Background: an optimization exercise with open tools, aiming at small area. Do not read the settings as production practice. The RTL was checked by simulation tests, not by an equivalence proof against the original design.

==> build 52: inputs <==
==> flow/design.v <==
package wb_regfile_pkg;
    localparam int          DW_DEFAULT = 32;
    localparam logic [5:0]  OP_RTYPE   = 6'b000000;
    localparam logic [5:0]  OP_JAL     = 6'b000011;
    localparam logic [4:0]  LINK_REG   = 5'd31;
endpackage
module wb_dest_sel
#(
    parameter int DW = wb_regfile_pkg::DW_DEFAULT
) (
    input  logic          i_valid,
    input  logic          i_regwrite,
    input  logic          i_memtoreg,
    input  logic          i_jump,
    input  logic [5:0]    i_opcode,
    input  logic [4:0]    i_rt,
    input  logic [4:0]    i_rd,
    input  logic [DW-1:0] i_result,
    input  logic [DW-1:0] i_read_data,
    output logic [4:0]    o_dest,
    output logic [DW-1:0] o_data,
    output logic          o_we
);
    always_comb begin
        o_dest = i_rt;
        o_data = i_memtoreg ? i_read_data : i_result;
        if (i_opcode == wb_regfile_pkg::OP_RTYPE) begin
            o_dest = i_rd;
        end else if (i_jump && (i_opcode == wb_regfile_pkg::OP_JAL)) begin
            o_dest = wb_regfile_pkg::LINK_REG;
            o_data = i_result;
        end
    end
    assign o_we = i_valid & i_regwrite & (o_dest != 5'd0);
endmodule
module wb_regfile
#(
    parameter int DW   = wb_regfile_pkg::DW_DEFAULT,
    parameter int NREG = 32
) (
    input  logic          clk,
    input  logic          rst,
    input  logic          valid_wb,
    input  logic          RegWriteo_wb,
    input  logic          MemtoRego_wb,
    input  logic          Jumpo_wb,
    input  logic [5:0]    opcodeo_wb,
    input  logic [4:0]    rto_wb,
    input  logic [4:0]    rdo_wb,
    input  logic [DW-1:0] resulto_wb,
    input  logic [DW-1:0] read_datao_wb,
    input  logic [4:0]    rs_addr_id,
    input  logic [4:0]    rt_addr_id,
    output logic [DW-1:0] rs_data_id,
    output logic [DW-1:0] rt_data_id,
    output logic          wb_we,
    output logic [4:0]    wb_dest,
    output logic [DW-1:0] wb_data,
    output logic [31:0]   retired_count
);
    logic [DW-1:0] r_regs [NREG];
    logic          r_wb_we;
    logic [4:0]    r_wb_dest;
    logic [DW-1:0] r_wb_data;
    logic [31:0]   r_retired_count;
    logic [4:0]    w_dest;
    logic [DW-1:0] w_data;
    logic          w_we;
    logic [DW-1:0] w_rs_data;
    logic [DW-1:0] w_rt_data;
    wb_dest_sel #(.DW(DW)) u_dest_sel (
        .i_valid     (valid_wb),
        .i_regwrite  (RegWriteo_wb),
        .i_memtoreg  (MemtoRego_wb),
        .i_jump      (Jumpo_wb),
        .i_opcode    (opcodeo_wb),
        .i_rt        (rto_wb),
        .i_rd        (rdo_wb),
        .i_result    (resulto_wb),
        .i_read_data (read_datao_wb),
        .o_dest      (w_dest),
        .o_data      (w_data),
        .o_we        (w_we)
    );
    always_ff @(posedge clk) begin
        if (rst) begin
            for (int i = 0; i < NREG; i++) r_regs[i] <= '0;
            r_wb_we         <= 1'b0;
            r_wb_dest       <= '0;
            r_wb_data       <= '0;
            r_retired_count <= '0;
        end else begin
            r_wb_we <= w_we;
            if (w_we) begin
                r_regs[w_dest] <= w_data;
                r_wb_dest      <= w_dest;
                r_wb_data      <= w_data;
            end
            if (valid_wb) r_retired_count <= r_retired_count + 32'd1;
        end
    end
    always_comb begin
        w_rs_data = (rs_addr_id == 5'd0) ? '0 : r_regs[rs_addr_id];
        w_rt_data = (rt_addr_id == 5'd0) ? '0 : r_regs[rt_addr_id];
    end
    assign rs_data_id    = w_rs_data;
    assign rt_data_id    = w_rt_data;
    assign wb_we         = r_wb_we;
    assign wb_dest       = r_wb_dest;
    assign wb_data       = r_wb_data;
    assign retired_count = r_retired_count;
endmodule
==> flow/run.sh <==
#!/bin/bash
# synth_recipe.tcl (not shown) runs the flow's synth.tcl, then flattens the netlist and writes it again
# the make line also repeats each setting of config.mk as NAME=value (left out here)
make -C /OpenROAD-flow-scripts/flow DESIGN_CONFIG=/design/flow/config.mk WORK_HOME=/design/flow/orfs CLKGATE_MAP_FILE= SYNTH_SCRIPT=/design/flow/synth_recipe.tcl finish
==> flow/config.mk <==
export PLATFORM = sky130hd
export DESIGN_NAME = wb_regfile
export DESIGN_NICKNAME = wb_regfile
export VERILOG_FILES = /design/flow/design.v
export SDC_FILE = /design/flow/constraint.sdc
export NUM_CORES = 4
export LEC_CHECK = 0
export CAP_MARGIN = 20
export CORE_MARGIN = 2
export CORE_UTILIZATION = 40
export SLEW_MARGIN = 20
==> flow/constraint.sdc <==
create_clock -name core_clock -period 6.0 [get_ports {clk}]
set_input_delay 1.2000 -clock core_clock [delete_from_list [all_inputs] [get_ports {clk}]]
set_output_delay 1.2000 -clock core_clock [all_outputs]
set_load 0.01 [all_outputs]
==> build 54: changes against build 52 <==
==> flow/design.v, changed modules only <==
module wb_regfile
#(
    parameter int DW   = wb_regfile_pkg::DW_DEFAULT,
    parameter int NREG = 32
) (
    input  logic          clk,
    input  logic          rst,
    input  logic          valid_wb,
    input  logic          RegWriteo_wb,
    input  logic          MemtoRego_wb,
    input  logic          Jumpo_wb,
    input  logic [5:0]    opcodeo_wb,
    input  logic [4:0]    rto_wb,
    input  logic [4:0]    rdo_wb,
    input  logic [DW-1:0] resulto_wb,
    input  logic [DW-1:0] read_datao_wb,
    input  logic [4:0]    rs_addr_id,
    input  logic [4:0]    rt_addr_id,
    output logic [DW-1:0] rs_data_id,
    output logic [DW-1:0] rt_data_id,
    output logic          wb_we,
    output logic [4:0]    wb_dest,
    output logic [DW-1:0] wb_data,
    output logic [31:0]   retired_count
);
    logic [DW-1:0] r_regs [1:NREG-1];
    logic          r_wb_we;
    logic [4:0]    r_wb_dest;
    logic [DW-1:0] r_wb_data;
    logic [31:0]   r_retired_count;
    logic [4:0]    w_dest;
    logic [DW-1:0] w_data;
    logic          w_we;
    wb_dest_sel #(.DW(DW)) u_dest_sel (
        .i_valid     (valid_wb),
        .i_regwrite  (RegWriteo_wb),
        .i_memtoreg  (MemtoRego_wb),
        .i_jump      (Jumpo_wb),
        .i_opcode    (opcodeo_wb),
        .i_rt        (rto_wb),
        .i_rd        (rdo_wb),
        .i_result    (resulto_wb),
        .i_read_data (read_datao_wb),
        .o_dest      (w_dest),
        .o_data      (w_data),
        .o_we        (w_we)
    );
    logic [DW-1:0] s_data;
    logic [4:0]    s_dest;
    logic          s_load;
    assign s_data = rst ? '0 : w_data;
    assign s_dest = rst ? '0 : w_dest;
    assign s_load = rst | w_we;
    always_ff @(posedge clk) begin
        for (int i = 1; i < NREG; i++)
            if (rst || (w_we && w_dest == i)) r_regs[i] <= s_data;
        if (s_load) begin
            r_wb_dest <= s_dest;
            r_wb_data <= s_data;
        end
        r_wb_we <= w_we & ~rst;
        if (rst) r_retired_count <= '0;
        else if (valid_wb) r_retired_count <= r_retired_count + 32'd1;
    end
    logic [NREG-1:1] w_rs_sel, w_rt_sel;
    always_comb begin
        for (int i = 1; i < NREG; i++) begin
            w_rs_sel[i] = (rs_addr_id == i);
            w_rt_sel[i] = (rt_addr_id == i);
        end
    end
    for (genvar b = 0; b < DW; b++) begin : g_rd
        logic [NREG-1:1] w_col;
        for (genvar i = 1; i < NREG; i++) begin : g_col
            assign w_col[i] = r_regs[i][b];
        end
        wbr_rdbit u_rs (.i_sel(w_rs_sel), .i_d(w_col), .o_y(rs_data_id[b]));
        wbr_rdbit u_rt (.i_sel(w_rt_sel), .i_d(w_col), .o_y(rt_data_id[b]));
    end
    assign wb_we         = r_wb_we;
    assign wb_dest       = r_wb_dest;
    assign wb_data       = r_wb_data;
    assign retired_count = r_retired_count;
endmodule
module wbr_rdbit (
    input  logic [31:1] i_sel,
    input  logic [31:1] i_d,
    output logic        o_y
);
    logic [10:0] w_t;
    for (genvar g = 0; g < 10; g++) begin : g_aoi
        wbr_aoi222 u_aoi (
            .a0(i_sel[3*g+1]), .b0(i_d[3*g+1]),
            .a1(i_sel[3*g+2]), .b1(i_d[3*g+2]),
            .a2(i_sel[3*g+3]), .b2(i_d[3*g+3]),
            .y(w_t[g])
        );
    end
    wbr_nand2 u_n31 (.a(i_sel[31]), .b(i_d[31]), .y(w_t[10]));
    logic [2:0] w_u;
    wbr_nand4 u_c0 (.a(w_t[0]), .b(w_t[1]), .c(w_t[2]), .d(w_t[3]), .y(w_u[0]));
    wbr_nand4 u_c1 (.a(w_t[4]), .b(w_t[5]), .c(w_t[6]), .d(w_t[7]), .y(w_u[1]));
    wbr_nand3 u_c2 (.a(w_t[8]), .b(w_t[9]), .c(w_t[10]), .y(w_u[2]));
    wbr_or3   u_o  (.a(w_u[0]), .b(w_u[1]), .c(w_u[2]), .y(o_y));
endmodule
module wbr_aoi222 (
    input  logic a0, b0, a1, b1, a2, b2,
    output logic y
);
    assign y = ~((a0 & b0) | (a1 & b1) | (a2 & b2));
endmodule
module wbr_nand2 (input logic a, b, output logic y);
    assign y = ~(a & b);
endmodule
module wbr_nand3 (input logic a, b, c, output logic y);
    assign y = ~(a & b & c);
endmodule
module wbr_nand4 (input logic a, b, c, d, output logic y);
    assign y = ~(a & b & c & d);
endmodule
module wbr_or3 (input logic a, b, c, output logic y);
    assign y = a | b | c;
endmodule
==> flow/flow/run.sh (new file) <==
#!/bin/bash
set -euo pipefail
CTS="-sink_clustering_enable -repair_clock_nets -dont_use_dummy_load -buf_list {sky130_fd_sc_hd__clkbuf_4 sky130_fd_sc_hd__clkbuf_8}"
bash standard.sh \
  "BUFFER_PORTS_ARGS=-buffer_cell sky130_fd_sc_hd__buf_1" \
  "CTS_ARGS=$CTS" \
  finish > flow_make.log 2>&1
==> flow/standard.sh (new file) <==
#!/bin/bash
# synth_recipe.tcl (not shown) runs the flow's synth.tcl, then flattens the netlist and writes it again
# the make line also repeats each setting of config.mk as NAME=value (left out here)
make -C /OpenROAD-flow-scripts/flow DESIGN_CONFIG=/design/flow/config.mk WORK_HOME=/design/flow/orfs CLKGATE_MAP_FILE= SYNTH_SCRIPT=/design/flow/synth_recipe.tcl "${@:-finish}"
- CORE_UTILIZATION: 40 -> 55
- SYNTH_HIERARCHICAL: default -> 1
removed: flow/run.sh
==> build 24: changes against build 52 <==
==> flow/design.v, changed modules only <==
module wb_regfile
#(
    parameter int DW   = wb_regfile_pkg::DW_DEFAULT,
    parameter int NREG = 32
) (
    input  logic          clk,
    input  logic          rst,
    input  logic          valid_wb,
    input  logic          RegWriteo_wb,
    input  logic          MemtoRego_wb,
    input  logic          Jumpo_wb,
    input  logic [5:0]    opcodeo_wb,
    input  logic [4:0]    rto_wb,
    input  logic [4:0]    rdo_wb,
    input  logic [DW-1:0] resulto_wb,
    input  logic [DW-1:0] read_datao_wb,
    input  logic [4:0]    rs_addr_id,
    input  logic [4:0]    rt_addr_id,
    output logic [DW-1:0] rs_data_id,
    output logic [DW-1:0] rt_data_id,
    output logic          wb_we,
    output logic [4:0]    wb_dest,
    output logic [DW-1:0] wb_data,
    output logic [31:0]   retired_count
);
    logic [DW-1:0] r_regs [1:NREG-1];
    logic          r_wb_we;
    logic [4:0]    r_wb_dest;
    logic [DW-1:0] r_wb_data;
    logic [31:0]   r_retired_count;
    logic [4:0]    w_dest;
    logic [DW-1:0] w_data;
    logic          w_we;
    wb_dest_sel #(.DW(DW)) u_dest_sel (
        .i_valid     (valid_wb),
        .i_regwrite  (RegWriteo_wb),
        .i_memtoreg  (MemtoRego_wb),
        .i_jump      (Jumpo_wb),
        .i_opcode    (opcodeo_wb),
        .i_rt        (rto_wb),
        .i_rd        (rdo_wb),
        .i_result    (resulto_wb),
        .i_read_data (read_datao_wb),
        .o_dest      (w_dest),
        .o_data      (w_data),
        .o_we        (w_we)
    );
    logic [DW-1:0] s_data;
    logic [4:0]    s_dest;
    logic          s_load;
    assign s_data = rst ? '0 : w_data;
    assign s_dest = rst ? '0 : w_dest;
    assign s_load = rst | w_we;
    always_ff @(posedge clk) begin
        for (int i = 1; i < NREG; i++)
            if (rst || (w_we && w_dest == i)) r_regs[i] <= s_data;
        if (s_load) begin
            r_wb_dest <= s_dest;
            r_wb_data <= s_data;
        end
        r_wb_we <= w_we & ~rst;
        if (rst) r_retired_count <= '0;
        else if (valid_wb) r_retired_count <= r_retired_count + 32'd1;
    end
    logic [NREG-1:1] w_rs_sel, w_rt_sel;
    always_comb begin
        for (int i = 1; i < NREG; i++) begin
            w_rs_sel[i] = (rs_addr_id == i);
            w_rt_sel[i] = (rt_addr_id == i);
        end
    end
    for (genvar b = 0; b < DW; b++) begin : g_rd
        logic [NREG-1:1] w_col;
        for (genvar i = 1; i < NREG; i++) begin : g_col
            assign w_col[i] = r_regs[i][b];
        end
        wbr_rdbit u_rs (.i_sel(w_rs_sel), .i_d(w_col), .o_y(rs_data_id[b]));
        wbr_rdbit u_rt (.i_sel(w_rt_sel), .i_d(w_col), .o_y(rt_data_id[b]));
    end
    assign wb_we         = r_wb_we;
    assign wb_dest       = r_wb_dest;
    assign wb_data       = r_wb_data;
    assign retired_count = r_retired_count;
endmodule
module wbr_rdbit (
    input  logic [31:1] i_sel,
    input  logic [31:1] i_d,
    output logic        o_y
);
    logic [10:0] w_t;
    for (genvar g = 0; g < 10; g++) begin : g_aoi
        wbr_aoi222 u_aoi (
            .a0(i_sel[3*g+1]), .b0(i_d[3*g+1]),
            .a1(i_sel[3*g+2]), .b1(i_d[3*g+2]),
            .a2(i_sel[3*g+3]), .b2(i_d[3*g+3]),
            .y(w_t[g])
        );
    end
    wbr_nand2 u_n31 (.a(i_sel[31]), .b(i_d[31]), .y(w_t[10]));
    logic [2:0] w_u;
    wbr_nand4 u_c0 (.a(w_t[0]), .b(w_t[1]), .c(w_t[2]), .d(w_t[3]), .y(w_u[0]));
    wbr_nand4 u_c1 (.a(w_t[4]), .b(w_t[5]), .c(w_t[6]), .d(w_t[7]), .y(w_u[1]));
    wbr_nand3 u_c2 (.a(w_t[8]), .b(w_t[9]), .c(w_t[10]), .y(w_u[2]));
    wbr_or3   u_o  (.a(w_u[0]), .b(w_u[1]), .c(w_u[2]), .y(o_y));
endmodule
module wbr_aoi222 (
    input  logic a0, b0, a1, b1, a2, b2,
    output logic y
);
    assign y = ~((a0 & b0) | (a1 & b1) | (a2 & b2));
endmodule
module wbr_nand2 (input logic a, b, output logic y);
    assign y = ~(a & b);
endmodule
module wbr_nand3 (input logic a, b, c, output logic y);
    assign y = ~(a & b & c);
endmodule
module wbr_nand4 (input logic a, b, c, d, output logic y);
    assign y = ~(a & b & c & d);
endmodule
module wbr_or3 (input logic a, b, c, output logic y);
    assign y = a | b | c;
endmodule
- SYNTH_HIERARCHICAL: default -> 1
==> results.sh <==
export IMPL_netlist_area_um2=55600
export IMPL_status="finished clean"
export IMPL_post_place_ws_ns=0.703
export IMPL_whs_ns=0.457
export IMPL_yosys_area_share_simple=0.101
export IMPL_startpoint="rt_addr_id[0]"
The numbers above come from build 52.

==> results.sh <==
export IMPL_startpoint="rs_addr_id[2]"
export IMPL_netlist_area_um2=42400
export IMPL_status="finished clean"
export IMPL_yosys_area_share_simple=0.0738
The numbers above come from build 24.

==> results.sh <==
export IMPL_status="finished clean"
export IMPL_startpoint="rt_addr_id[2]"
export IMPL_whs_ns=0.533
export IMPL_netlist_area_um2=42400
The numbers above come from build 54.

-- afterwards: timing with drivers on the ports --
No port has a modelled driver above. Below, the same layouts with a new extraction and two added sets of constraints.
Step 1, drivers: a clkbuf_16 drives clk and a buf_2 each remaining input, both assumed.
Step 2, shift: input delay + t, output delay - t, t = (earliest + latest rising clock arrival at the registers) / 2. This alone moves slack from input paths to output paths.
a / b / c = no drivers / after step 1 / after step 2; a / b = the first two.
run | shift t [ns] | setup WS [ns] | clock arrival spread, ns | pins driven straight from the clock port
build 52 | 0.789 | 0.759 / 0.695 / 0.695 | 0.039 / 0.040 | 1
build 54 | 0.863 | 0.693 / 0.655 / 0.406 | 0.053 / 0.053 | 1
build 24 | 0.760 | 0.178 / 0.150 / 0.150 | 0.038 / 0.039 | 1
After both steps setup and hold are still met in every run listed. For build 54, which loses most, drivers alone change the setup slack by -0.038 ns; drivers and shift together by -0.287 ns.
